Background: an optimization exercise with open tools, aiming at small area. Do not read the settings as production practice.
In this exercise RTL edits were held to simulation tests only and were not proved equivalent to the original.
No activity file was given, so power comes from the tool's default toggle rates.

== wip/pepper ==
// ringSwitch
module ringSwitch #(
	parameter int InterNodeFifoDepth = 8,
	parameter int IntraNodeFifoDepth = 2
) (
	input  logic                                             clk,
	input  logic                                             reset,
	input  logic [ringPkg::NodeCount*ringPkg::DataWidth-1:0] inject,
	input  logic [ringPkg::NodeCount-1:0]                    injectReceive,
	input  logic [ringPkg::NodeCount-1:0]                    EjectSlotAvail,
	output logic [ringPkg::NodeCount*ringPkg::DataWidth-1:0] eject,
	output logic [ringPkg::NodeCount-1:0]                    ejectSend,
	output logic [ringPkg::NodeCount-1:0]                    InjectSlotAvail,
	output logic [ringPkg::NodeCount*ringPkg::UtilWidth-1:0] ClockwiseUtil,
	output logic [ringPkg::NodeCount*ringPkg::UtilWidth-1:0] CounterClockwiseUtil,
	output logic [ringPkg::NodeCount*ringPkg::UtilWidth-1:0] InjectUtil
);
Settings: LEC_CHECK=0, CAP_MARGIN=20, CORE_MARGIN=2, CORE_UTILIZATION=55, SLEW_MARGIN=20; clock period 8.0 ns.
standard.sh (not shown) runs the stock make flow with config.mk's settings and CLKGATE_MAP_FILE= SYNTH_SCRIPT=/design/flow/synth_recipe.tcl, a recipe that flattens the netlist after the stock synthesis.
==> flow/flow/run.sh <==
#!/bin/bash
# Own layout flow: the standard flow (standard.sh, unchanged synthesis),
# with smaller port buffers and a clock tree without dummy loads, built
# from clkbuf_8 leaf clusters. Each tool's output goes to a log file here.
set -euo pipefail
export BUFFER_PORTS_ARGS="-buffer_cell sky130_fd_sc_hd__buf_1"
export CTS_ARGS="-sink_clustering_enable -repair_clock_nets -dont_use_dummy_load -buf_list sky130_fd_sc_hd__clkbuf_8 -sink_clustering_size 12 -sink_clustering_max_diameter 60"
bash standard.sh > standard.log 2>&1 || { tail -50 standard.log; exit 1; }
tail -5 standard.log
Every stage of the flow completed for wip/pepper, and the final layout passed the timing, DRC and antenna checks.
What wip/umber does differently from wip/pepper at the input level:
- CORE_UTILIZATION now 60, was 55
==> flow/flow/run.sh <==
#!/bin/bash
# Own layout flow: the standard flow (standard.sh, unchanged synthesis),
# with small port buffers, the resizer kept to small drive strengths after
# synthesis, and a clock tree without dummy loads built from clkbuf_8 leaf
# clusters. Each tool's output goes to a log file here (standard.log, and
# ORFS's per-step logs under orfs/logs).
set -euo pipefail
here="$(pwd)"
export BUFFER_PORTS_ARGS="-buffer_cell sky130_fd_sc_hd__buf_1"
export CTS_ARGS="-sink_clustering_enable -repair_clock_nets -dont_use_dummy_load -buf_list sky130_fd_sc_hd__clkbuf_8 -sink_clustering_size 16 -sink_clustering_max_diameter 60"
for step in GLOBAL_PLACE RESIZE REPAIR_TIMING_POST_PLACE CTS GLOBAL_ROUTE; do
  export PRE_${step}_TCL="$here/flow/dontuse.tcl"
done
bash standard.sh > standard.log 2>&1 || { tail -50 standard.log; exit 1; }
tail -5 standard.log
==> flow/flow/dontuse.tcl (new file) <==
set big {}
foreach lc [get_lib_cells sky130_fd_sc_hd__*] {
  set n [get_name $lc]
  if {[string match *clkbuf* $n]} continue
  if {[regexp {_(4|6|8|12|16)$} $n]} { lappend big $n }
}
set_dont_use $big
puts "dontuse.tcl: [llength $big] cells of drive 4 and up set dont_use"
### Flow results
wip/umber: clock buffer count is 20% lower than what wip/pepper reported.
Re cell count: wip/umber and wip/pepper aren't equal, and the lower value belongs to wip/umber.
On DRC violation total after the first TritonRoute iteration, wip/pepper beats wip/umber.
| via count | wip/pepper vs wip/umber | ≈ equal |
Changes in wip/xenon relative to wip/umber:
- CORE_UTILIZATION now 62, was 60
==> flow/flow/run.sh <==
#!/bin/bash
# Own layout flow: the standard flow (standard.sh, unchanged synthesis),
# with smaller port buffers and a clock tree without dummy loads, built
# from clkbuf_8 leaf clusters. Each tool's output goes to a log file here.
set -euo pipefail
export BUFFER_PORTS_ARGS="-buffer_cell sky130_fd_sc_hd__buf_1"
export CTS_ARGS="-sink_clustering_enable -repair_clock_nets -dont_use_dummy_load -buf_list sky130_fd_sc_hd__clkbuf_8 -sink_clustering_size 12 -sink_clustering_max_diameter 60"
bash standard.sh > standard.log 2>&1 || { tail -50 standard.log; exit 1; }
tail -5 standard.log
removed: flow/flow/dontuse.tcl
## What came out
- Setup WNS wip/umber -> wip/xenon: better
- wip/xenon packs its core more tightly than wip/umber.
- Relative to wip/umber, synthesis-to-layout area growth increased by 1.1 points in wip/xenon.
- [compare] base=wip/umber new=wip/xenon: switching part of the total power moved down; clock skew dropped 29 ps; number of buffer and inverter instances along the worst setup path shows an increase of 1; clock network fraction of design power increased by 1.4 points relative to the old numbers; number of flops mapped to enable cells by yosys shows no meaningful change.
- wip/xenon against wip/umber: sequential power essentially unchanged, largest vdd supply drop increased 0.062 mV.

separate check: timing with driven ports:
How much do the figures lean on ideal ports? The routed layouts below were timed once more, with nothing changed but the port constraints.
Step 1: set_driving_cell puts a clkbuf_16 on clk and a buf_2 on each other input, an assumption about the parent block.
Step 2 adds t to the input delays and takes it off the output delays; t is the mean of the earliest and latest rising clock arrival at the registers after step 1. Input paths then give back, and output paths get back, about the clock's delay inside the block.
a / b / c = no drivers / after step 1 / after step 2; a / b = the first two.
run	t, ns	slack for setup (ns)	hold WS [ns]	worst slew at a driven data input, ns
wip/pepper	1.216	2.631 / 2.528 / 3.009	0.437 / 0.437 / 0.437	0.20
wip/umber	1.151	2.278 / 2.180 / 3.033	0.448 / 0.448 / 0.448	0.18
wip/xenon	1.200	2.431 / 2.335 / 2.877	0.447 / 0.447 / 0.447	0.20
After both steps every run listed still meets setup and hold.
